Context: an optimization exercise on an open-source flow, tuned for small area, a short achievable clock period and few clock cycles per item. The choices shown serve that exercise and are no tape-out recipe.
RTL that was checked went through simulation tests only; none was proved equivalent to the original.
Function not checked in run 1: the RTL went through the layout flow alone.

## flow/design.v (module list and top-level ports; edited modules follow where they fit)
// module dot_s1: 1458 lines
// module dot_s2: 127 lines
// module matvec_top: 86 lines
module matvec_top (
  input  logic                 CLOCK_50,
  input  logic                 KEY,
  input  logic [9:0]           SW,
  output logic [9:0]           LEDR,
  output logic [6:0]           HEX0,
  output logic [6:0]           HEX1,
  output logic [6:0]           HEX2,
  output logic [6:0]           HEX3,
  output logic [6:0]           HEX4,
  output logic [6:0]           HEX5,
  output logic                 mem_rd,
  output logic [31:0]          mem_addr,
  input  logic                 mem_rsp_valid,
  input  logic [63:0]          mem_rsp_data
);
  // ...
==> flow/run.sh <==
#!/bin/bash
# synth_recipe.tcl (not shown) runs the flow's synth.tcl, then flattens the netlist and writes it again
# the make line also repeats each setting of config.mk as NAME=value (left out here)
make -C /OpenROAD-flow-scripts/flow DESIGN_CONFIG=/design/flow/config.mk WORK_HOME=/design/flow/orfs CLKGATE_MAP_FILE= SYNTH_SCRIPT=/design/flow/synth_recipe.tcl finish
==> flow/config.mk <==
export PLATFORM = sky130hd
export DESIGN_NAME = matvec_top
export DESIGN_NICKNAME = matvec_top
export VERILOG_FILES = /design/flow/design.v
export SDC_FILE = /design/flow/constraint.sdc
export NUM_CORES = 4
export LEC_CHECK = 0
export CAP_MARGIN = 20
export CORE_MARGIN = 2
export CORE_UTILIZATION = 40
export SLEW_MARGIN = 20
==> flow/constraint.sdc <==
create_clock -name core_clock -period 10.0 [get_ports {CLOCK_50}]
set_input_delay 2.0000 -clock core_clock [delete_from_list [all_inputs] [get_ports {CLOCK_50}]]
set_output_delay 2.0000 -clock core_clock [all_outputs]
set_load 0.01 [all_outputs]
==> metrics.yaml, run 1 <==
detailed_routing:
  route.met3.wl_mm: 4.35
  m1WireLength_mm: 30.6
floorplan:
  floorplan.initialDensity_pct: 40.6
  die-width_um: 263
synth:
  synthCells: 2329
  synth.largest_area_cell: "sky130_fd_sc_hd__fa_1"
  synth_async_sr_flop_share_pct: 3.22
  synth-compound-area-share_pct: 4.50
timing:
  fin_setup_tns_ps: 0
  headroom_to_the_max_slew_limit_pct: 29.5
clocking:
  post-cts-setup-buffer-count: 0
  cts-hold-fix-buffers: 0
  clock_insertion_delay_worst_skew_ps: 600
  cts.path.max_buffers: 3
global_routing:
  grt_use_met2_pct: 38.1
  grt_util_met1_pct: 28.6
  grt_pass1_wl_mm: 114
setup_path:
  cp_slowest_stage_delay_ps: 670
  reg2reg_to: "y_q[4][18]"
outcome:
  run_status: "timing/DRC/antenna clean"
placed_design:
  preCtsSetupSlack_ps: 2280
  place_area_um2: 28800
hold_path:
  timing.hold.worst_path_depth: 0
cells_and_area:
  largest-register: "y_q"
  post-route-cell-area_um2: 30000
==> module matvec_top, before the edit <==
module matvec_top (
  input  logic                 CLOCK_50,
  input  logic                 KEY,
  input  logic [9:0]           SW,
  output logic [9:0]           LEDR,
  output logic [6:0]           HEX0,
  output logic [6:0]           HEX1,
  output logic [6:0]           HEX2,
  output logic [6:0]           HEX3,
  output logic [6:0]           HEX4,
  output logic [6:0]           HEX5,
  output logic                 mem_rd,
  output logic [31:0]          mem_addr,
  input  logic                 mem_rsp_valid,
  input  logic [63:0]          mem_rsp_data
);
  localparam int S1_W = 85;
  logic [3:0]  cnt;
  logic        vld_q;
  logic [3:0]  tag_q;
  logic [S1_W-1:0] s1_q;
  logic [63:0] b_q;
  logic [18:0] y_q [8];
  logic        done;
  assign mem_rd   = KEY && ((cnt == 4'd0) || (mem_rsp_valid && cnt != 4'd9));
  assign mem_addr = {28'd0, cnt};
  always_ff @(posedge CLOCK_50 or negedge KEY) begin
    if (!KEY) begin
      cnt   <= 4'd0;
      vld_q <= 1'b0;
      tag_q <= 4'd0;
      done  <= 1'b0;
    end else begin
      if (mem_rd) cnt <= cnt + 4'd1;
      vld_q <= mem_rsp_valid;
      tag_q <= cnt;
      if (vld_q && tag_q == 4'd9) done <= 1'b1;
    end
  end
  always_ff @(posedge CLOCK_50) begin
    if (mem_rsp_valid && cnt == 4'd1) b_q <= mem_rsp_data;
  end
  logic [S1_W-1:0] s1;
  logic [18:0]     dot;
  dot_s1 dot_s1_inst (.a(mem_rsp_data), .b(b_q), .s(s1));
  always_ff @(posedge CLOCK_50) begin
    s1_q <= s1;
  end
  dot_s2 dot_s2_inst (.s(s1_q), .y(dot));
  for (genvar r = 0; r < 8; r++) begin : g_y
    always_ff @(posedge CLOCK_50) begin
      if (vld_q && tag_q == 4'(r + 2)) y_q[r] <= dot;
    end
  end
  assign LEDR = {7'd0, done, 1'b0, done};
  logic [23:0] sel;
  logic        show;
  assign sel  = {5'd0, y_q[SW[3:1]]};
  assign show = done && SW[0];
  function automatic logic [6:0] seg(input logic [3:0] n);
    case (n)
      4'h0: seg = 7'b1000000;
      4'h1: seg = 7'b1111001;
      4'h2: seg = 7'b0100100;
      4'h3: seg = 7'b0110000;
      4'h4: seg = 7'b0011001;
      4'h5: seg = 7'b0010010;
      4'h6: seg = 7'b0000010;
      4'h7: seg = 7'b1111000;
      4'h8: seg = 7'b0000000;
      4'h9: seg = 7'b0011000;
      4'ha: seg = 7'b0001000;
      4'hb: seg = 7'b0000011;
      4'hc: seg = 7'b1000110;
      4'hd: seg = 7'b0100001;
      4'he: seg = 7'b0000110;
      default: seg = 7'b0001110;
    endcase
  endfunction
  assign HEX0 = show ? seg(sel[3:0])   : 7'h7f;
  assign HEX1 = show ? seg(sel[7:4])   : 7'h7f;
  assign HEX2 = show ? seg(sel[11:8])  : 7'h7f;
  assign HEX3 = show ? seg(sel[15:12]) : 7'h7f;
  assign HEX4 = show ? seg(sel[19:16]) : 7'h7f;
  assign HEX5 = show ? seg(sel[23:20]) : 7'h7f;
endmodule
==> inputs of run 2 (changes only) <==
--- a/flow/design.v
+++ b/flow/design.v
@@ -1609,7 +1609,7 @@
   logic [3:0]  tag_q;
   logic [S1_W-1:0] s1_q;
   logic [63:0] b_q;
-  logic [18:0] y_q [8];
+  logic [7:0][18:0] y_q;
   logic        done;
   assign mem_rd   = KEY && ((cnt == 4'd0) || (mem_rsp_valid && cnt != 4'd9));
   assign mem_addr = {28'd0, cnt};
@@ -1627,7 +1627,7 @@
     end
   end
   always_ff @(posedge CLOCK_50) begin
-    if (mem_rsp_valid && cnt == 4'd1) b_q <= mem_rsp_data;
+    if (cnt == 4'd1) b_q <= mem_rsp_data;
   end
   logic [S1_W-1:0] s1;
   logic [18:0]     dot;
@@ -1642,9 +1642,18 @@
     end
   end
   assign LEDR = {7'd0, done, 1'b0, done};
+  logic [7:0]  row_oh;
+  logic [18:0] row_sel;
   logic [23:0] sel;
   logic        show;
-  assign sel  = {5'd0, y_q[SW[3:1]]};
+  always_comb begin
+    row_sel = '0;
+    for (int r = 0; r < 8; r++) begin
+      row_oh[r] = (SW[3:1] == 3'(r));
+      row_sel   = row_sel | (y_q[r] & {19{row_oh[r]}});
+    end
+  end
+  assign sel  = {5'd0, row_sel};
   assign show = done && SW[0];
   function automatic logic [6:0] seg(input logic [3:0] n);
     case (n)
--- a/flow/config.mk
+++ b/flow/config.mk
@@ -8,4 +8,5 @@
 export CAP_MARGIN = 20
 export CORE_MARGIN = 2
 export CORE_UTILIZATION = 40
+export SETUP_SLACK_MARGIN = 3.5
 export SLEW_MARGIN = 20
==> run 2 against run 1 <==
Sequential share of layout area is 0.45 points lower. Routed wire length is 1.6% higher. Die area is 0.69% lower. Clock skew is 4.7 ps higher. Highest routed layer is now met4. Critical path depth is 1 higher. Hold slack worse by 24 ps. Count of clock-buffer cells in the layout is 3 lower. First-iteration DRC count is 12% lower.
==> metrics.yaml, run 2 <==
outcome:
  run_status: "timing/DRC/antenna clean"  # unchanged
cells_and_area:
  reg.largest.list: "y_q x152, s1_q x85, b_q x64"  # unchanged
  design.final.nets: 3060  # was 3063
  largest_register_ffs: 152  # unchanged
  largest-register: "y_q"  # unchanged
  most-common-layout-cells: "536 x sky130_fd_sc_hd__inv_1, 486 x sky130_fd_sc_hd__fa_1, 416 x sky130_fd_sc_hd__and2_1"  # was 556 x sky130_fd_sc_hd__inv_1, 486 x sky130_fd_sc_hd__fa_1, 415 x sky130_fd_sc_hd__and2_1
  layout.cells.most_common: "sky130_fd_sc_hd__inv_1"  # unchanged
  drive_above_1_share_pct: 7.07  # was 5.02%
  post-route-cell-area_um2: 30500  # was 30000 µm²
  syn_to_final_growth_pct: 14.8  # was 12.1%
synth:
  seq_total_area_yosys_pct: 31.7  # was 31.5%
  synth_async_sr_flop_share_pct: 3.22  # unchanged
  synth-edff-count: 216  # unchanged
  post_synth_main_area_contributors: "sky130_fd_sc_hd__fa_1 37%, sky130_fd_sc_hd__edfxtp_1 24%, sky130_fd_sc_hd__and2_1 9.9%"  # was sky130_fd_sc_hd__fa_1 36%, sky130_fd_sc_hd__edfxtp_1 24%, sky130_fd_sc_hd__and2_1 9.7%
  ys.flop_type: "sky130_fd_sc_hd__edfxtp_1"  # unchanged
  yosysWarnings: 1  # was 2
  yosysMostFrequentCell: "sky130_fd_sc_hd__inv_1"  # unchanged
  synth.largest_area_cell: "sky130_fd_sc_hd__fa_1"  # unchanged
  postSynthRegisterBits: 311  # unchanged
  synth.distinct_cells: 67  # was 74
  synth_largest_type_area_fraction_pct: 36.6  # was 36.4%
  syn-mean-instance-area_um2: 11.6  # was 11.5 µm²
  synthesis.area_um2: 26600  # was 26800 µm²
  synthCells: 2293  # was 2329
  synth_top_cells_by_count: "537 x sky130_fd_sc_hd__inv_1, 486 x sky130_fd_sc_hd__fa_1, 420 x sky130_fd_sc_hd__and2_1, 216 x sky130_fd_sc_hd__edfxtp_1, 140 x sky130_fd_sc_hd__nand2_1"  # was 556 x sky130_fd_sc_hd__inv_1, 486 x sky130_fd_sc_hd__fa_1, 415 x sky130_fd_sc_hd__and2_1, 216 x sky130_fd_sc_hd__edfxtp_1, 123 x sky130_fd_sc_hd__nand2_1
timing:
  final_hold_viol_count: 0  # unchanged
  fin_setup_tns_ps: 0  # unchanged
  clock-skew-final_ps: 46.2  # was 41.4 ps
  finalSetupViolations: 0  # unchanged
  max_freq_ghz: 0.155  # was 0.130 GHz
  rsz0062_at_grt: "yes"  # was no
  final.period_utilization_pct: 64.6  # was 76.9%
  post-route-min-period_ps: 6460  # was 7690 ps
  tightest_slew_ps: 957  # was 1060 ps
  headroom_to_the_max_slew_limit_pct: 36.2  # was 29.5%
  maxSlewViolCount: 0  # unchanged
setup_path:
  worstPathCellList: "buf_12, buf_12, mux4_2, nand2_1, and2_4, inv_1, ha_1, nor2_1, a21oi_1, a221o_1, clkdlybuf4s50_1"  # was buf_2, inv_1, nand3_2, o32ai_1, inv_1, ha_1, mux2i_1, nor2_1, o21ai_0, clkdlybuf4s50_1
  critPathTopFamily: "buffers and inverters"  # unchanged
  critPathBufInv: 4  # unchanged
  cp.arrival_ps: 4460  # was 5690 ps
  startpoint_type: "input port"  # unchanged
  setup.worst_path.class: "in -> out"  # unchanged
  critical-path-slowest-cell: "sky130_fd_sc_hd__mux4_2"  # was sky130_fd_sc_hd__o32ai_1
  cp_slowest_stage_delay_ps: 500  # was 670 ps
  cp_common_cell: "sky130_fd_sc_hd__buf_12"  # was sky130_fd_sc_hd__inv_1
  endpoint_kind: "primary output"  # unchanged
  critical_path_peak_fanout: 26  # was 20
  worstPathRequired_ps: 8000  # about the same
job:
  max_cap_violations: 0  # unchanged
clocking:
  cts_root_buf: "sky130_fd_sc_hd__clkbuf_16"  # unchanged
  cts.path.max_buffers: 3  # unchanged
  cts_buffers: 37  # unchanged
  cts.reportedPaths.clkPinSlew_ps: 60  # about the same
  clock_insertion_delay_worst_skew_ps: 600  # about the same
  clock_tree_from_tritoncts: "yes"  # unchanged
  cts.sinks: 311  # unchanged
  cts_max_level: 2  # unchanged
detailed_routing:
  first_iter_violations: 1120  # was 1273
  wire_per_inst_um: 22.4  # was 22.1 µm
  postRouteAntennaNets: 0  # unchanged
  count_of_tritonroute_iterations_in_the_first_routing_pass: 6  # unchanged
  postRouteWirelength_mm: 75.2  # was 74.0 mm
  avgViaCountPerCell: 4.96  # was 4.92
  detail_route.drc_violations: 0  # unchanged
  detailroute.via_count: 16600  # was 16500
placed_design:
  number_of_buffer_cells_added_on_primary_ports: 118  # unchanged
  place_hpwl_mm: 60.2  # was 60.6 mm
  routabilityCongestion: 0.983  # was 0.944
  place_area_um2: 28600  # was 28800 µm²
global_routing:
  antenna_found_initial: 1  # unchanged
  grt_pass1_wl_mm: 115  # was 114 mm
  grt_usage_pct: 22.8  # was 22.2%
  grt_overflow: 0  # unchanged
  first_global_vias: 18600  # was 18300
  grt_start_max_net_pins: 57  # was 65
hold_path:
  min-delay-path-class: "reg -> reg"  # unchanged
floorplan:
  floorplan.die_area_um2: 68500  # was 69000 µm²
  die_height_um: 262  # was 263 µm
  design.core.area_um2: 65700  # was 66000 µm²
  die-width_um: 262  # was 263 µm
  floorplan.initialDensity_pct: 40.4  # was 40.6%
  core.rowCount: 94  # unchanged
  io-pin-count: 162  # unchanged
-- run 2: cell types whose count changed in the layout (fill, tap and decap cells not counted), moves of 8 or more --
| cell | before | now |
|---|---|---|
| sky130_fd_sc_hd__buf_4 | 15 | 41 |
| sky130_fd_sc_hd__a21oi_1 | 30 | 12 |
| sky130_fd_sc_hd__o22ai_1 | 14 | 6 |
| sky130_fd_sc_hd__mux2_2 | 7 | 16 |
| sky130_fd_sc_hd__inv_1 | 556 | 536 |
| sky130_fd_sc_hd__clkdlybuf4s50_1 | 115 | 91 |
| sky130_fd_sc_hd__dlymetal6s2s_1 | 0 | 15 |
| sky130_fd_sc_hd__nand2_1 | 123 | 140 |
| sky130_fd_sc_hd__o21ai_0 | 22 | 13 |
| sky130_fd_sc_hd__nor2b_1 | 11 | 3 |
-- run 2: logic make-up after synthesis --
logic type	after synthesis	synth area share [%]
other	2	0.0283
adder cells (fa/ha/maj)	523	38.4
AO/OA/AOI/OAI	127	3.60
multiplexers	59	2.63
buffers and inverters	613	9.50
AND/OR/NAND/NOR	639	13.5
flip-flops	311	31.7
XOR/XNOR	19	0.626
-- run 2: path summary, 6_finish.rpt --
path	cells after the start	slack [ps]	end	startpoint
max	11	3540	HEX0[5]	SW[3]
max reg2reg	17	4320	y_q[55]	s1_q[15]
max in group asynchronous	1	7900	cnt[2]	KEY
min reg2reg	0	470	tag_q[1]	cnt[1]
min	0	470	tag_q[1]	cnt[1]
min in group asynchronous	1	1770	cnt[1]	KEY
-- run 2: layout make-up --
| class | instances | area, µm² |
|---|---|---|
| Multi-Input combinational cell | 1404 | 15900 |
| Antenna cell | 1 | 2.50 |
| Timing Repair Buffer | 167 | 1770 |
| Inverter | 539 | 2020 |
| Sequential cell | 311 | 8440 |
| Tap cell | 864 | 1080 |
| Clock inverter | 25 | 272 |
| Fill cell | 6032 | 35200 |
| Clock buffer | 43 | 1000 |
-- run 2: metrics by stage --
step | std cells | util (%) | hold slack, ps | setup WS [ps]
finish | 3354 | 46.4 | 467 | 3540
global route | 3353 | 46.4 | 493 | 3450
CTS | 3344 | 46.2 | 479 | 3430
detailed placement | 3251 | 43.5 | 469 | 2160
global placement | 3251 | 43.5 | 456 | 2240
floorplan | 2328 | - | 476 | 3710
-- run 2: timing repair --
item | CTS | global route
buffers inserted | 22 | 7
resized for setup | 59 | 28
cloned | 3 | 2
hold buffers | 0 | 0
endpoints found under the hold margin | 0 | 0
pin swaps | 4 | 3
endpoints found under the setup margin | 41 | 23
-- run 2: layer usage --
| metal | part of all wire, % | vias to the layer above | wire length [µm] | GRT usage [%] |
|---|---|---|---|---|
| met5 | 0 | - | 0 | 0 |
| met4 | 4.5 | 0 | 3420 | 9.50 |
| met3 | 5.5 | 147 | 4130 | 3.19 |
| met2 | 48 | 516 | 36400 | 38.8 |
| met1 | 42 | 8723 | 31200 | 29.5 |
| li1 | - | 7240 | - | - |
Testbench counts of run 2, summed over its fixed seeds: cycles 6,535, items 256.
==> inputs of run 3 (changes only) <==
--- a/flow/config.mk
+++ b/flow/config.mk
@@ -5,6 +5,7 @@
 export SDC_FILE = /design/flow/constraint.sdc
 export NUM_CORES = 4
 export LEC_CHECK = 0
+export ABC_CLOCK_PERIOD_IN_PS = 3000
 export CAP_MARGIN = 20
 export CORE_MARGIN = 2
 export CORE_UTILIZATION = 40
==> run 3 against run 2 <==
Still clean. Global-route usage did not move. Utilization is the same. Final cell count stayed put. Count of clock-buffer cells in the layout is the same. Area after synthesis unchanged. Die area did not move. Critical path depth unchanged. Sequential share of layout area unchanged. Sequential cell count unchanged. First-iteration DRC count did not move. Largest cell class unchanged.
==> metrics.yaml, run 3 <==
detailed_routing:
  detailroute.via_count: 16600  # unchanged
  dr_wl_met2_mm: 36.4  # unchanged
  m1WireLength_mm: 31.2  # unchanged
  detail_route.drc_violations: 0  # unchanged
  wire_per_inst_um: 22.4  # unchanged
  route.met3.wl_mm: 4.13  # unchanged
  postRouteWirelength_mm: 75.2  # unchanged
  count_of_tritonroute_iterations_in_the_first_routing_pass: 6  # unchanged
  top_layer_used: "met4"  # unchanged
  postRouteAntennaNets: 0  # unchanged
  first_iter_violations: 1120  # unchanged
  avgViaCountPerCell: 4.96  # unchanged
timing:
  post-route-min-period_ps: 6460  # unchanged
  final.period_utilization_pct: 64.6  # unchanged
  fin_setup_tns_ps: 0  # unchanged
  final_hold_viol_count: 0  # unchanged
  headroom_to_the_max_slew_limit_pct: 36.2  # unchanged
  maxSlewViolCount: 0  # unchanged
  finalSetupViolations: 0  # unchanged
  fin_ws_ps: 3540  # unchanged
  max_freq_ghz: 0.155  # unchanged
  tightest_slew_ps: 957  # unchanged
  rsz0062_at_grt: "yes"  # unchanged
  clock-skew-final_ps: 46.2  # unchanged
clocking:
  cts.path.max_buffers: 3  # unchanged
  cts_buffers: 37  # unchanged
  cts_root_buf: "sky130_fd_sc_hd__clkbuf_16"  # unchanged
  clock_insertion_delay_worst_skew_ps: 600  # about the same
  cts.sinks: 311  # unchanged
  clock_tree_from_tritoncts: "yes"  # unchanged
  cts.reportedPaths.clkPinSlew_ps: 60  # about the same
  cts_max_level: 2  # unchanged
  cts-hold-fix-buffers: 0  # unchanged
setup_path:
  critPathTopFamily: "buffers and inverters"  # unchanged
  worstPathRequired_ps: 8000  # about the same
  cp.arrival_ps: 4460  # about the same
  critical_path_peak_fanout: 26  # unchanged
  cp_slowest_stage_delay_ps: 500  # about the same
  startpoint_type: "input port"  # unchanged
  r2r_cells: 17  # unchanged
  cp_common_cell: "sky130_fd_sc_hd__buf_12"  # unchanged
  critical_path.startpoint: "SW[3]"  # unchanged
  endpoint_kind: "primary output"  # unchanged
  critPathBufInv: 4  # unchanged
  r2r_start: "s1_q[15]"  # unchanged
  critical-path-slowest-cell: "sky130_fd_sc_hd__mux4_2"  # unchanged
  worstPathCellList: "buf_12, buf_12, mux4_2, nand2_1, and2_4, inv_1, ha_1, nor2_1, a21oi_1, a221o_1, clkdlybuf4s50_1"  # unchanged
  setup.worst_path.class: "in -> out"  # unchanged
  crit_cells: 11  # unchanged
synth:
  synth_largest_type_area_fraction_pct: 36.6  # unchanged
  synth_async_sr_flop_share_pct: 3.22  # unchanged
  post_synth_main_area_contributors: "sky130_fd_sc_hd__fa_1 37%, sky130_fd_sc_hd__edfxtp_1 24%, sky130_fd_sc_hd__and2_1 9.9%"  # unchanged
  seq_total_area_yosys_pct: 31.7  # unchanged
  yosysWarnings: 1  # unchanged
  synthCells: 2293  # unchanged
  yosysMostFrequentCell: "sky130_fd_sc_hd__inv_1"  # unchanged
  ys.flop_type: "sky130_fd_sc_hd__edfxtp_1"  # unchanged
  synth.distinct_cells: 67  # unchanged
  synth.largest_area_cell: "sky130_fd_sc_hd__fa_1"  # unchanged
  synth-edff-count: 216  # unchanged
  synth_top_cells_by_count: "537 x sky130_fd_sc_hd__inv_1, 486 x sky130_fd_sc_hd__fa_1, 420 x sky130_fd_sc_hd__and2_1, 216 x sky130_fd_sc_hd__edfxtp_1, 140 x sky130_fd_sc_hd__nand2_1"  # unchanged
  syn-mean-instance-area_um2: 11.6  # unchanged
  synthesis.area_um2: 26600  # unchanged
  postSynthRegisterBits: 311  # unchanged
global_routing:
  grt_pass1_wl_mm: 115  # unchanged
  first_global_vias: 18600  # unchanged
  grt_overflow: 0  # unchanged
  antenna_found_initial: 1  # unchanged
  grt_usage_pct: 22.8  # unchanged
  grt_start_max_net_pins: 57  # unchanged
cells_and_area:
  final_util_pct: 46.4  # unchanged
  most-common-layout-cells: "536 x sky130_fd_sc_hd__inv_1, 486 x sky130_fd_sc_hd__fa_1, 416 x sky130_fd_sc_hd__and2_1"  # unchanged
  largest_register_ffs: 152  # unchanged
  reg.largest.list: "y_q x152, s1_q x85, b_q x64"  # unchanged
  drive_above_1_share_pct: 7.07  # unchanged
  design.final.nets: 3060  # unchanged
  final.fill_count: 6032  # unchanged
  largest-register: "y_q"  # unchanged
  layout.cells.most_common: "sky130_fd_sc_hd__inv_1"  # unchanged
  syn_to_final_growth_pct: 14.8  # unchanged
hold_path:
  hold_path_startpoint: "cnt[1]"  # unchanged
  timing.hold.worst_path_depth: 0  # unchanged
  min-delay-path-class: "reg -> reg"  # unchanged
floorplan:
  die-width_um: 262  # unchanged
  floorplan.initialDensity_pct: 40.4  # unchanged
  floorplan.die_area_um2: 68500  # unchanged
  io-pin-count: 162  # unchanged
  die_height_um: 262  # unchanged
  design.core.area_um2: 65700  # unchanged
  core.rowCount: 94  # unchanged
job:
  max_cap_violations: 0  # unchanged
placed_design:
  number_of_buffer_cells_added_on_primary_ports: 118  # unchanged
  routabilityCongestion: 0.983  # unchanged
  place_hpwl_mm: 60.2  # unchanged
  preCtsSetupSlack_ps: 2160  # unchanged
outcome:
  run_status: "timing/DRC/antenna clean"  # unchanged
run 3: through the flow:
stage	instance area [µm²]	std cells	hold slack, ps
6_report	30500	3354	467
5_1_grt	30500	3353	493
4_1_cts	30400	3344	479
3_5_place_dp	28600	3251	469
3_3_place_gp	28600	3251	456
2_1_floorplan	26700	2328	476
run 3: cells by family (layout without fill, tap and decap cells):
kind of cell / count (synthesis) / count (layout) / synth area share (%)
xor+xnor: 19 / 19 / 0.626
compound gates: 127 / 127 / 3.60
fa+ha+maj: 523 / 523 / 38.4
flops: 311 / 311 / 31.7
buf+inv: 613 / 774 / 9.50
simple gates: 639 / 639 / 13.5
mux: 59 / 59 / 2.63
other cells: 2 / 38 / 0.0283
run 3: what timing repair did:
item	in CTS	in global routing
setup endpoints to repair	41	23
resized for setup	59	28
cloned	3	2
pin swaps	4	3
setup buffers	22	7
run 3: per-layer routing:
metal,GRT usage (%),vias to the layer above
met5,0,-
met4,9.50,0
met3,3.19,147
met2,38.8,516
met1,29.5,8723
li1,-,7240
run 3: final cells by class:
type	count	area [µm²]	area share, %
multi-input cells	1404	15900	52.2
flip-flops and latches	311	8440	27.7
inverters	539	2020	6.64
repair buffers	167	1770	5.80
well taps	864	1080	3.54
clock buffers	43	1000	3.28
clock inverters	25	272	0.890
diodes	1	2.50	0.00820
run 3: worst paths after layout:
check | slack, ps | endpoint
setup / recovery | 3540 | HEX0[5]
hold / removal | 470 | tag_q[1]
setup reg to reg | 4320 | y_q[55]
hold reg to reg | 470 | tag_q[1]
max in group asynchronous | 7900 | cnt[2]
min in group asynchronous | 1770 | cnt[1]
==> inputs of run 4 (changes only) <==
--- a/flow/config.mk
+++ b/flow/config.mk
@@ -5,9 +5,8 @@
 export SDC_FILE = /design/flow/constraint.sdc
 export NUM_CORES = 4
 export LEC_CHECK = 0
-export ABC_CLOCK_PERIOD_IN_PS = 3000
 export CAP_MARGIN = 20
 export CORE_MARGIN = 2
 export CORE_UTILIZATION = 40
-export SETUP_SLACK_MARGIN = 3.5
+export SETUP_SLACK_MARGIN = 4.5
 export SLEW_MARGIN = 20
==> run 4 against run 3 <==
Sequential share of layout area down 1.5 points. Largest cell class unchanged. Synthesized cell count is the same. Fmax up 3.6%. Area after synthesis unchanged. Non-clock buffer count is 83 higher. First-iteration DRC count increased by 9.4%.
==> metrics.yaml, run 4 <==
outcome:
  run_status: "timing/DRC/antenna clean"  # unchanged
synth:
  synth-edff-count: 216  # unchanged
  synth_async_sr_flop_share_pct: 3.22  # unchanged
  syn-mean-instance-area_um2: 11.6  # unchanged
  synth.largest_area_cell: "sky130_fd_sc_hd__fa_1"  # unchanged
  seq_total_area_yosys_pct: 31.7  # unchanged
  ys.flop_type: "sky130_fd_sc_hd__edfxtp_1"  # unchanged
  synthesis.area_um2: 26600  # unchanged
  synthCells: 2293  # unchanged
  synth.distinct_cells: 67  # unchanged
  postSynthRegisterBits: 311  # unchanged
  synth_top_cells_by_count: "537 x sky130_fd_sc_hd__inv_1, 486 x sky130_fd_sc_hd__fa_1, 420 x sky130_fd_sc_hd__and2_1, 216 x sky130_fd_sc_hd__edfxtp_1, 140 x sky130_fd_sc_hd__nand2_1"  # unchanged
  yosysMostFrequentCell: "sky130_fd_sc_hd__inv_1"  # unchanged
  post_synth_main_area_contributors: "sky130_fd_sc_hd__fa_1 37%, sky130_fd_sc_hd__edfxtp_1 24%, sky130_fd_sc_hd__and2_1 9.9%"  # unchanged
  synth_largest_type_area_fraction_pct: 36.6  # unchanged
  yosysWarnings: 1  # unchanged
floorplan:
  io-pin-count: 162  # unchanged
  die-width_um: 262  # unchanged
  design.core.area_um2: 65700  # unchanged
  floorplan.initialDensity_pct: 40.4  # unchanged
  core.rowCount: 94  # unchanged
  floorplan.die_area_um2: 68500  # unchanged
  die_height_um: 262  # unchanged
clocking:
  clock_insertion_delay_worst_skew_ps: 590  # was 600 ps
  cts-hold-fix-buffers: 0  # unchanged
  clock_tree_from_tritoncts: "yes"  # unchanged
  cts.reportedPaths.clkPinSlew_ps: 60  # about the same
  cts_root_buf: "sky130_fd_sc_hd__clkbuf_16"  # unchanged
  cts.path.max_buffers: 3  # unchanged
  cts_max_level: 2  # unchanged
  cts_buffers: 38  # was 37
  cts.sinks: 311  # unchanged
cells_and_area:
  antennaDiodeCount: 0  # was 1
  design.final.nets: 3144  # was 3060
  syn_to_final_growth_pct: 21.3  # was 14.8%
  drive_above_1_share_pct: 15.7  # was 7.07%
  largest_register_ffs: 152  # unchanged
  reg.largest.list: "y_q x152, s1_q x85, b_q x64"  # unchanged
  largest-register: "y_q"  # unchanged
  post-route-cell-area_um2: 32200  # was 30500 µm²
  most-common-layout-cells: "526 x sky130_fd_sc_hd__inv_1, 486 x sky130_fd_sc_hd__fa_1, 413 x sky130_fd_sc_hd__and2_1"  # was 536 x sky130_fd_sc_hd__inv_1, 486 x sky130_fd_sc_hd__fa_1, 416 x sky130_fd_sc_hd__and2_1
  final_util_pct: 49.0  # was 46.4%
  layout.cells.most_common: "sky130_fd_sc_hd__inv_1"  # unchanged
  final.fill_count: 5853  # was 6032
setup_path:
  r2r_cells: 13  # was 17
  endpoint_kind: "primary output"  # unchanged
  critPathTopFamily: "compound AO/OA/AOI/OAI gates"  # was buffers and inverters
  startpoint_type: "input port"  # unchanged
  worstPathCellList: "buf_16, buf_16, mux2_4, a221o_1, a222oi_1, buf_4, buf_6, nor2_4, and2_4, o41ai_2, buf_2"  # was buf_12, buf_12, mux4_2, nand2_1, and2_4, inv_1, ha_1, nor2_1, a21oi_1, a221o_1, clkdlybuf4s50_1
  worstPathRequired_ps: 8000  # about the same
  setup.worst_path.class: "in -> out"  # unchanged
  r2r_start: "s1_q[15]"  # unchanged
  critical-path-slowest-cell: "sky130_fd_sc_hd__a222oi_1"  # was sky130_fd_sc_hd__mux4_2
  worst-r2r-setup-slack_ps: 4790  # was 4320 ps
  critPathBufInv: 5  # was 4
  reg2reg_to: "y_q[89]"  # was y_q[55]
  cp_slowest_stage_delay_ps: 350  # was 500 ps
  critical_path_peak_fanout: 6  # was 26
  cp.arrival_ps: 4230  # was 4460 ps
  cp_common_cell: "sky130_fd_sc_hd__buf_16"  # was sky130_fd_sc_hd__buf_12
timing:
  fin_ws_ps: 3770  # was 3540 ps
  rsz0062_at_grt: "yes"  # unchanged
  maxSlewViolCount: 0  # unchanged
  finalSetupViolations: 0  # unchanged
  final_hold_viol_count: 0  # unchanged
  post-route-min-period_ps: 6230  # was 6460 ps
  tightest_slew_ps: 1040  # was 957 ps
  headroom_to_the_max_slew_limit_pct: 30.9  # was 36.2%
  max_freq_ghz: 0.161  # was 0.155 GHz
  fin_setup_tns_ps: 0  # unchanged
  clock-skew-final_ps: 36.7  # was 46.2 ps
  final.period_utilization_pct: 62.3  # was 64.6%
detailed_routing:
  count_of_tritonroute_iterations_in_the_first_routing_pass: 5  # was 6
  postRouteAntennaNets: 0  # unchanged
  detail_route.drc_violations: 0  # unchanged
  postRouteWirelength_mm: 77.6  # was 75.2 mm
  avgViaCountPerCell: 4.97  # was 4.96
  first_iter_violations: 1225  # was 1120
  wire_per_inst_um: 22.6  # was 22.4 µm
  detailroute.via_count: 17100  # was 16600
placed_design:
  place_hpwl_mm: 60.0  # was 60.2 mm
  routabilityCongestion: 0.976  # was 0.983
  preCtsSetupSlack_ps: 2210  # was 2160 ps
  number_of_buffer_cells_added_on_primary_ports: 118  # unchanged
  place_area_um2: 29100  # was 28600 µm²
global_routing:
  grt_start_max_net_pins: 65  # was 57
  grt_overflow: 0  # unchanged
  first_global_vias: 19000  # was 18600
  antenna_found_initial: 0  # was 1
  grt_pass1_wl_mm: 118  # was 115 mm
  grt_usage_pct: 23.5  # was 22.8%
hold_path:
  hold_path_startpoint: "cnt[1]"  # unchanged
  hold_path_end: "tag_q[1]"  # unchanged
  min-delay-path-class: "reg -> reg"  # unchanged
  timing.hold.worst_path_depth: 0  # unchanged
job:
  max_cap_violations: 0  # unchanged
## run 4: cell counts after synthesis
Identical to the previous run, type by type.
## run 4: repair_timing
item                                    4_1_cts  5_1_grt
resized for setup                           284       63
pin swaps                                    47       36
gates cloned                                  9        0
endpoints found under the setup margin       66       84
buffers inserted                             83       25
## run 4: logic make-up after synthesis
family,synth area share (%)
compound gates,3.60
xor+xnor,0.626
fa+ha+maj,38.4
buf+inv,9.50
flops,31.7
mux,2.63
other cells,0.0283
simple gates,13.5
## run 4: how the worst max path moves through the flow
stage | end | cells past startpoint | startpoint | slack, ps
detailed placement | HEX2[3] | 10 | SW[1] | 2210
finish | HEX2[3] | 11 | SW[1] | 3770
global route | HEX2[3] | 13 | SW[1] | 3720
global placement | HEX2[3] | 10 | SW[1] | 2270
floorplan | HEX2[3] | 11 | SW[3] | 3750
CTS | HEX2[3] | 11 | SW[1] | 3810
## run 4: cell type report
cell class	instances	area, µm²	share of cell area [%]
multi-input cells	1404	16800	52.2
flip-flops and latches	311	8440	26.2
repair buffers	250	2560	7.95
inverters	539	2050	6.36
well taps	864	1080	3.35
clock buffers	44	1030	3.18
clock inverters	26	264	0.819
## run 4: worst reg2reg max path, stage by stage, from the launching register on
cell                       delay (ps)
sky130_fd_sc_hd__dfxtp_1          310
sky130_fd_sc_hd__fa_1             570
sky130_fd_sc_hd__fa_1             440
sky130_fd_sc_hd__fa_1             400
sky130_fd_sc_hd__fa_1             440
sky130_fd_sc_hd__fa_1             400
sky130_fd_sc_hd__fa_1             380
sky130_fd_sc_hd__inv_1             70
sky130_fd_sc_hd__fa_1             180
sky130_fd_sc_hd__fa_1             480
sky130_fd_sc_hd__nor4bb_4         340
sky130_fd_sc_hd__and4b_1          330
sky130_fd_sc_hd__nor2_1            80
sky130_fd_sc_hd__xnor2_1          510
## run 4: metrics by stage
stage               hold WS [ps]  instances
finish                       460       3438
global route                 489       3438
CTS                          468       3413
detailed placement           453       3251
global placement             460       3251
floorplan                    476       2328
## run 4: routing by layer
metal	wire length (µm)	track usage [%]	up-vias
met5	0	0	-
met4	3360	9.52	0
met3	4540	2.94	149
met2	38500	40.8	596
met1	31200	30.0	8940
li1	-	-	7400
==> inputs of run 5 (changes only) <==
--- a/flow/config.mk
+++ b/flow/config.mk
@@ -8,5 +8,5 @@
 export CAP_MARGIN = 20
 export CORE_MARGIN = 2
 export CORE_UTILIZATION = 40
-export SETUP_SLACK_MARGIN = 4.5
+export SETUP_SLACK_MARGIN = 5.0
 export SLEW_MARGIN = 20
==> run 5 against run 4 <==
Global-route usage is 0.33 points higher. Hold slack better by 25 ps. Area after synthesis did not move. Register-to-register slack gained 270 ps. Non-clock buffer count increased by 31. Via count grew 1.6%. Critical path depth fell by 2. Synthesized cell count did not move. Sequential cell count did not move. Clock skew increased by 2.7 ps.
==> metrics.yaml, run 5 <==
outcome:
  run_status: "timing/DRC/antenna clean"  # unchanged
setup_path:
  setup.worst_path.class: "in -> out"  # unchanged
  worstPathRequired_ps: 8000  # about the same
  endpoint_kind: "primary output"  # unchanged
  cp.arrival_ps: 4230  # about the same
  r2r_cells: 17  # was 13
  startpoint_type: "input port"  # unchanged
  r2r_start: "s1_q[17]"  # was s1_q[15]
  worst-r2r-setup-slack_ps: 5060  # was 4790 ps
  reg2reg_to: "y_q[148]"  # was y_q[89]
  critical_path_peak_fanout: 6  # unchanged
timing:
  maxSlewViolCount: 0  # unchanged
  final_hold_viol_count: 0  # unchanged
  headroom_to_the_max_slew_limit_pct: 26.1  # was 30.9%
  rsz0062_at_grt: "yes"  # unchanged
  finalSetupViolations: 0  # unchanged
  fin_ws_ps: 3770  # about the same
  finalHoldWorstSlack_ps: 485  # was 460 ps
  tightest_slew_ps: 1110  # was 1040 ps
  final.period_utilization_pct: 62.3  # about the same
  post-route-min-period_ps: 6230  # about the same
  clock-skew-final_ps: 39.4  # was 36.7 ps
  fin_setup_tns_ps: 0  # unchanged
  max_freq_ghz: 0.161  # about the same
global_routing:
  first_global_vias: 19100  # was 19000
  antenna_found_initial: 2  # was 0
  grt_pass1_wl_mm: 120  # was 118 mm
  grt_start_max_net_pins: 65  # unchanged
  grt_usage_pct: 23.9  # was 23.5%
  grt_overflow: 0  # unchanged
placed_design:
  place_area_um2: 29100  # about the same
  dpl.cell_count: 3250  # was 3251
  place_hpwl_mm: 60.9  # was 60.0 mm
  number_of_buffer_cells_added_on_primary_ports: 118  # unchanged
  routabilityCongestion: 0.953  # was 0.976
  preCtsSetupSlack_ps: 2170  # was 2210 ps
cells_and_area:
  largest_register_ffs: 152  # unchanged
  final.fill_count: 5742  # was 5853
  layout.cells.most_common: "sky130_fd_sc_hd__inv_1"  # unchanged
  post-route-cell-area_um2: 32500  # was 32200 µm²
  drive_above_1_share_pct: 18.1  # was 15.7%
  design.final.nets: 3177  # was 3144
  finalNonFillerCells: 3469  # was 3438
  final_util_pct: 49.4  # was 49.0%
  syn_to_final_growth_pct: 22.3  # was 21.3%
  largest-register: "y_q"  # unchanged
  antennaDiodeCount: 0  # unchanged
  most-common-layout-cells: "523 x sky130_fd_sc_hd__inv_1, 477 x sky130_fd_sc_hd__fa_1, 412 x sky130_fd_sc_hd__and2_1"  # was 526 x sky130_fd_sc_hd__inv_1, 486 x sky130_fd_sc_hd__fa_1, 413 x sky130_fd_sc_hd__and2_1
  reg.largest.list: "y_q x152, s1_q x85, b_q x64"  # unchanged
detailed_routing:
  wire_per_inst_um: 22.9  # was 22.6 µm
  route.met3.wl_mm: 4.59  # was 4.54 mm
  postRouteAntennaNets: 0  # unchanged
  count_of_tritonroute_iterations_in_the_first_routing_pass: 5  # unchanged
  avgViaCountPerCell: 5.00  # was 4.97
  m1WireLength_mm: 32.1  # was 31.2 mm
  detail_route.drc_violations: 0  # unchanged
  first_iter_violations: 1170  # was 1225
  top_layer_used: "met5"  # was met4
  dr_wl_met2_mm: 39.3  # was 38.5 mm
  detailroute.via_count: 17400  # was 17100
  postRouteWirelength_mm: 79.4  # was 77.6 mm
synth:
  post_synth_main_area_contributors: "sky130_fd_sc_hd__fa_1 37%, sky130_fd_sc_hd__edfxtp_1 24%, sky130_fd_sc_hd__and2_1 9.9%"  # unchanged
  synth-edff-count: 216  # unchanged
  synthesis.area_um2: 26600  # unchanged
  syn-mean-instance-area_um2: 11.6  # unchanged
  synth.largest_area_cell: "sky130_fd_sc_hd__fa_1"  # unchanged
  synthCells: 2293  # unchanged
  ys.flop_type: "sky130_fd_sc_hd__edfxtp_1"  # unchanged
  synth.distinct_cells: 67  # unchanged
  yosysWarnings: 1  # unchanged
  postSynthRegisterBits: 311  # unchanged
  synth_top_cells_by_count: "537 x sky130_fd_sc_hd__inv_1, 486 x sky130_fd_sc_hd__fa_1, 420 x sky130_fd_sc_hd__and2_1, 216 x sky130_fd_sc_hd__edfxtp_1, 140 x sky130_fd_sc_hd__nand2_1"  # unchanged
  yosysMostFrequentCell: "sky130_fd_sc_hd__inv_1"  # unchanged
  synth_async_sr_flop_share_pct: 3.22  # unchanged
  synth_largest_type_area_fraction_pct: 36.6  # unchanged
  seq_total_area_yosys_pct: 31.7  # unchanged
floorplan:
  io-pin-count: 162  # unchanged
  core.rowCount: 94  # unchanged
  floorplan.initialDensity_pct: 40.4  # unchanged
  die_height_um: 262  # unchanged
  design.core.area_um2: 65700  # unchanged
  die-width_um: 262  # unchanged
  floorplan.die_area_um2: 68500  # unchanged
clocking:
  cts.path.max_buffers: 3  # unchanged
  cts-hold-fix-buffers: 0  # unchanged
  cts.reportedPaths.clkPinSlew_ps: 60  # about the same
  cts_root_buf: "sky130_fd_sc_hd__clkbuf_16"  # unchanged
  cts_buffers: 38  # unchanged
  clock_tree_from_tritoncts: "yes"  # unchanged
  cts.sinks: 311  # unchanged
  cts_max_level: 2  # unchanged
  clock_insertion_delay_worst_skew_ps: 580  # was 590 ps
hold_path:
  hold_path_end: "tag_q[1]"  # unchanged
  hold_path_startpoint: "cnt[1]"  # unchanged
  timing.hold.worst_path_depth: 0  # unchanged
  min-delay-path-class: "reg -> reg"  # unchanged
job:
  max_cap_violations: 0  # unchanged
## run 5: cell counts after synthesis
No cell type changed its count.
## run 5: repair_timing
item,4_1_cts,5_1_grt
gates cloned,9,1
pin swaps,62,42
setup endpoints to repair,118,110
buffers inserted,120,21
gates resized for setup,376,88
## run 5: worst max-delay path by stage
stage	start	endpoint	slack, ps	cells past startpoint
5_1_grt	SW[3]	HEX2[3]	3710	12
2_1_floorplan	SW[3]	HEX2[3]	3750	11
4_1_cts	SW[1]	HEX2[3]	3810	11
3_5_place_dp	SW[1]	HEX1[0]	2170	12
3_3_place_gp	SW[1]	HEX1[0]	2230	12
6_report	SW[2]	HEX3[6]	3770	9
## run 5: kinds of logic after synthesis
| kind of cell | Yosys count | synth area share, % |
|---|---|---|
| other | 2 | 0.0283 |
| XOR/XNOR | 19 | 0.626 |
| flip-flops | 311 | 31.7 |
| AND/OR/NAND/NOR | 639 | 13.5 |
| adder cells (fa/ha/maj) | 523 | 38.4 |
| buffers and inverters | 613 | 9.50 |
| multiplexers | 59 | 2.63 |
| AO/OA/AOI/OAI | 127 | 3.60 |
## run 5: area by class of cell
class,instances,area [µm²],share of cell area (%)
Clock inverter,18,168,0.516
Sequential cell,311,8440,26.0
Timing Repair Buffer,281,2730,8.41
Clock buffer,50,1100,3.39
Multi-Input combinational cell,1406,16900,52.1
Tap cell,864,1080,3.33
Inverter,539,2050,6.32
## run 5: layer usage
metal	vias up	global-route usage [%]
li1	7473	-
met1	9093	30.9
met2	614	41.1
met3	169	2.93
met4	2	9.20
met5	-	0
## run 5: critical path, stage by stage
cell,delay [ps]
sky130_fd_sc_hd__buf_12,120
sky130_fd_sc_hd__buf_12,140
sky130_fd_sc_hd__mux2_4,290
sky130_fd_sc_hd__a221o_1,300
sky130_fd_sc_hd__a222oi_1,330
sky130_fd_sc_hd__buf_4,240
sky130_fd_sc_hd__mux2_4,320
sky130_fd_sc_hd__a221o_1,320
sky130_fd_sc_hd__buf_2,150
==> inputs of run 6 (changes only) <==
--- a/flow/config.mk
+++ b/flow/config.mk
@@ -8,5 +8,6 @@
 export CAP_MARGIN = 20
 export CORE_MARGIN = 2
 export CORE_UTILIZATION = 40
-export SETUP_SLACK_MARGIN = 5.0
+export CTS_BUF_LIST = sky130_fd_sc_hd__clkbuf_4
+export SETUP_SLACK_MARGIN = 3.5
 export SLEW_MARGIN = 20
==> run 6 against run 5 <==
Count of clock-buffer cells in the layout increased by 65. Synthesized cell count is the same. Sequential cell count unchanged. Global-route usage fell by 1.0 points. Non-clock buffer count down 113. Critical endpoint is now HEX3[1].
==> metrics.yaml, run 6 <==
synth:
  syn-mean-instance-area_um2: 11.6  # unchanged
  ys.flop_type: "sky130_fd_sc_hd__edfxtp_1"  # unchanged
  synth-compound-area-share_pct: 3.60  # unchanged
  synthesis.area_um2: 26600  # unchanged
  synth_xor_area_share_pct: 0.626  # unchanged
  post_synth_main_area_contributors: "sky130_fd_sc_hd__fa_1 37%, sky130_fd_sc_hd__edfxtp_1 24%, sky130_fd_sc_hd__and2_1 9.9%"  # unchanged
  synth.distinct_cells: 67  # unchanged
  yosysMostFrequentCell: "sky130_fd_sc_hd__inv_1"  # unchanged
  synthCells: 2293  # unchanged
  synth_top_cells_by_count: "537 x sky130_fd_sc_hd__inv_1, 486 x sky130_fd_sc_hd__fa_1, 420 x sky130_fd_sc_hd__and2_1, 216 x sky130_fd_sc_hd__edfxtp_1, 140 x sky130_fd_sc_hd__nand2_1"  # unchanged
  synth-edff-count: 216  # unchanged
  postSynthRegisterBits: 311  # unchanged
  synth_largest_type_area_fraction_pct: 36.6  # unchanged
  seq_total_area_yosys_pct: 31.7  # unchanged
  synth.mux.area_fraction_pct: 2.63  # unchanged
  synth.largest_area_cell: "sky130_fd_sc_hd__fa_1"  # unchanged
  synthAdderAreaFrac_pct: 38.4  # unchanged
  synth_simple_gate_area_share_pct: 13.5  # unchanged
  yosysWarnings: 1  # unchanged
  synth_async_sr_flop_share_pct: 3.22  # unchanged
  synth_top_family_by_area: "adder cells"  # unchanged
detailed_routing:
  detailroute.via_count: 16900  # was 17400
  wire_per_inst_um: 21.8  # was 22.9 µm
  count_of_tritonroute_iterations_in_the_first_routing_pass: 5  # unchanged
  detail_route.drc_violations: 0  # unchanged
  first_iter_violations: 1151  # was 1170
  postRouteAntennaNets: 0  # unchanged
  avgViaCountPerCell: 4.91  # was 5.00
  postRouteWirelength_mm: 75.0  # was 79.4 mm
setup_path:
  startpoint_type: "input port"  # unchanged
  cp.arrival_ps: 4490  # was 4230 ps
  worst-r2r-setup-slack_ps: 4230  # was 5060 ps
  reg2reg_to: "y_q[55]"  # was y_q[148]
  r2r_cells: 15  # was 17
  endpoint_kind: "primary output"  # unchanged
  setup.worst_path.class: "in -> out"  # unchanged
  r2r_start: "s1_q[15]"  # was s1_q[17]
  worstPathRequired_ps: 8000  # about the same
  critical_path_peak_fanout: 25  # was 6
placed_design:
  number_of_buffer_cells_added_on_primary_ports: 118  # unchanged
  place_hpwl_mm: 60.2  # was 60.9 mm
  routabilityCongestion: 0.983  # was 0.953
floorplan:
  die_height_um: 262  # unchanged
  core.rowCount: 94  # unchanged
  io-pin-count: 162  # unchanged
  floorplan.initialDensity_pct: 40.4  # unchanged
  floorplan.die_area_um2: 68500  # unchanged
  design.core.area_um2: 65700  # unchanged
  die-width_um: 262  # unchanged
cells_and_area:
  syn_to_final_growth_pct: 13.8  # was 22.3%
  layout.cells.most_common: "sky130_fd_sc_hd__inv_1"  # unchanged
  final.fill_count: 6065  # was 5742
  design.final.nets: 3110  # was 3177
  drive_above_1_share_pct: 9.74  # was 18.1%
  largest-register: "y_q"  # unchanged
  reg.largest.list: "y_q x152, s1_q x85, b_q x64"  # unchanged
  final_util_pct: 46.0  # was 49.4%
  most-common-layout-cells: "536 x sky130_fd_sc_hd__inv_1, 486 x sky130_fd_sc_hd__fa_1, 417 x sky130_fd_sc_hd__and2_1"  # was 523 x sky130_fd_sc_hd__inv_1, 477 x sky130_fd_sc_hd__fa_1, 412 x sky130_fd_sc_hd__and2_1
  largest_register_ffs: 152  # unchanged
timing:
  post-route-min-period_ps: 6490  # was 6230 ps
  fin_setup_tns_ps: 0  # unchanged
  max_freq_ghz: 0.154  # was 0.161 GHz
  tightest_slew_ps: 942  # was 1110 ps
  maxSlewViolCount: 0  # unchanged
  rsz0062_at_grt: "yes"  # unchanged
  final.period_utilization_pct: 64.9  # was 62.3%
  finalHoldWorstSlack_ps: 467  # was 485 ps
  final_hold_viol_count: 0  # unchanged
  finalSetupViolations: 0  # unchanged
  clock-skew-final_ps: 93.6  # was 39.4 ps
  headroom_to_the_max_slew_limit_pct: 37.2  # was 26.1%
clocking:
  cts.reportedPaths.clkPinSlew_ps: 60  # about the same
  cts.sinks: 311  # unchanged
  clock_insertion_delay_worst_skew_ps: 870  # was 580 ps
  clock_tree_from_tritoncts: "yes"  # unchanged
  cts_max_level: 3  # was 2
  cts.path.max_buffers: 3  # unchanged
  cts_buffers: 86  # was 38
  cts-hold-fix-buffers: 0  # unchanged
  cts_root_buf: "sky130_fd_sc_hd__clkbuf_4"  # was sky130_fd_sc_hd__clkbuf_16
global_routing:
  grt_overflow: 0  # unchanged
  grt_start_max_net_pins: 57  # was 65
  grt_usage_pct: 22.9  # was 23.9%
  antenna_found_initial: 3  # was 2
  grt_pass1_wl_mm: 115  # was 120 mm
  first_global_vias: 18700  # was 19100
job:
  max_cap_violations: 0  # unchanged
hold_path:
  timing.hold.worst_path_depth: 0  # unchanged
  hold_path_end: "tag_q[1]"  # unchanged
  hold_path_startpoint: "cnt[1]"  # unchanged
  min-delay-path-class: "reg -> reg"  # unchanged
outcome:
  run_status: "timing/DRC/antenna clean"  # unchanged
[run 6: cell counts after synthesis]
Identical to the previous run, type by type.
[run 6: worst max-delay path by stage]
stage | start | cells past startpoint | slack [ps] | to
2_1_floorplan | SW[3] | 11 | 3710 | HEX2[3]
3_3_place_gp | SW[1] | 9 | 2240 | HEX0[3]
3_5_place_dp | SW[1] | 9 | 2160 | HEX0[3]
4_1_cts | SW[3] | 10 | 3470 | HEX0[3]
5_1_grt | SW[2] | 10 | 3420 | HEX3[1]
6_report | SW[3] | 12 | 3510 | HEX3[1]
[run 6: final cells by class]
| class | count | area, µm² | area share (%) |
|---|---|---|---|
| Multi-Input combinational cell | 1404 | 15900 | 52.7 |
| Inverter | 539 | 2020 | 6.70 |
| Sequential cell | 311 | 8440 | 27.9 |
| Clock buffer | 115 | 863 | 2.86 |
| Tap cell | 864 | 1080 | 3.58 |
| Clock inverter | 31 | 143 | 0.472 |
| Antenna cell | 4 | 10.0 | 0.0331 |
| Timing Repair Buffer | 168 | 1750 | 5.78 |
[run 6: cells by family after synthesis]
family | after synthesis
simple gates | 639
buf+inv | 613
fa+ha+maj | 523
flops | 311
compound gates | 127
mux | 59
xor+xnor | 19
other cells | 2
[run 6: metal layers]
metal | routed length, µm | GRT usage [%]
met1 | 31100 | 29.3
met2 | 36600 | 38.6
met3 | 4220 | 3.94
met4 | 3060 | 9.23
met5 | 0 | 0
[run 6: critical path, cell delays in order]
cell	delay (ps)
sky130_fd_sc_hd__buf_12	150
sky130_fd_sc_hd__buf_12	170
sky130_fd_sc_hd__nor2b_4	140
sky130_fd_sc_hd__buf_4	150
sky130_fd_sc_hd__a221o_1	340
sky130_fd_sc_hd__a222oi_1	370
sky130_fd_sc_hd__buf_4	200
sky130_fd_sc_hd__buf_4	110
sky130_fd_sc_hd__buf_4	90
sky130_fd_sc_hd__mux2_1	120
sky130_fd_sc_hd__o221ai_1	120
sky130_fd_sc_hd__clkdlybuf4s50_1	510
[run 6: through the flow]
| stage | setup WS, ps | instances | instance area, µm² |
|---|---|---|---|
| 2_1_floorplan | 3710 | 2328 | 26700 |
| 3_3_place_gp | 2240 | 3251 | 28600 |
| 3_5_place_dp | 2160 | 3251 | 28600 |
| 4_1_cts | 3470 | 3418 | 30000 |
| 5_1_grt | 3420 | 3434 | 30200 |
| 6_report | 3510 | 3436 | 30200 |
[run 6: repair_timing]
item	4_1_cts	5_1_grt
pin swaps	3	5
buffers inserted	18	13
gates resized for setup	58	30
endpoints found under the setup margin	41	27
cloned	3	1

## static timing again, ports no longer ideal
Ports are ideal in the flow. The routed layouts listed here were re-timed in OpenROAD.
Step 1 assumes that a clkbuf_16 drives the clock port and a buf_2 every other input.
Step 2 adds t to the input delays and takes it off the output delays; t is the mean of the earliest and latest rising clock arrival at the registers after step 1. Input paths then give back, and output paths get back, about the clock's delay inside the block.
Slacks: ideal ports / drivers / drivers and shift; pairs: ideal ports / drivers.
| run | t (ns) | setup WS [ns] | hold WS [ns] | worst setup path at the end | slew at the worst register clock pin (ns) |
|---|---|---|---|---|---|
| run 1 | 0.642 | 2.311 / 2.272 / 2.272 | 0.491 / 0.491 / 0.491 | input to output | 0.07 / 0.07 |
| run 2 | 0.629 | 3.545 / 3.392 / 3.392 | 0.467 / 0.467 / 0.467 | input to output | 0.07 / 0.07 |
| run 3 | 0.629 | 3.545 / 3.392 / 3.392 | 0.467 / 0.467 / 0.467 | input to output | 0.07 / 0.07 |
| run 4 | 0.623 | 3.770 / 3.615 / 3.615 | 0.460 / 0.460 / 0.460 | input to output | 0.07 / 0.07 |
| run 5 | 0.619 | 3.775 / 3.645 / 3.645 | 0.485 / 0.485 / 0.485 | input to output | 0.07 / 0.07 |
| run 6 | 0.869 | 3.507 / 3.399 / 3.399 | 0.467 / 0.467 / 0.467 | input to output | 0.08 / 0.08 |
After both steps every run listed still meets setup and hold. For run 4, which loses most, drivers alone change the setup slack by -0.155 ns; drivers and shift together by -0.155 ns.
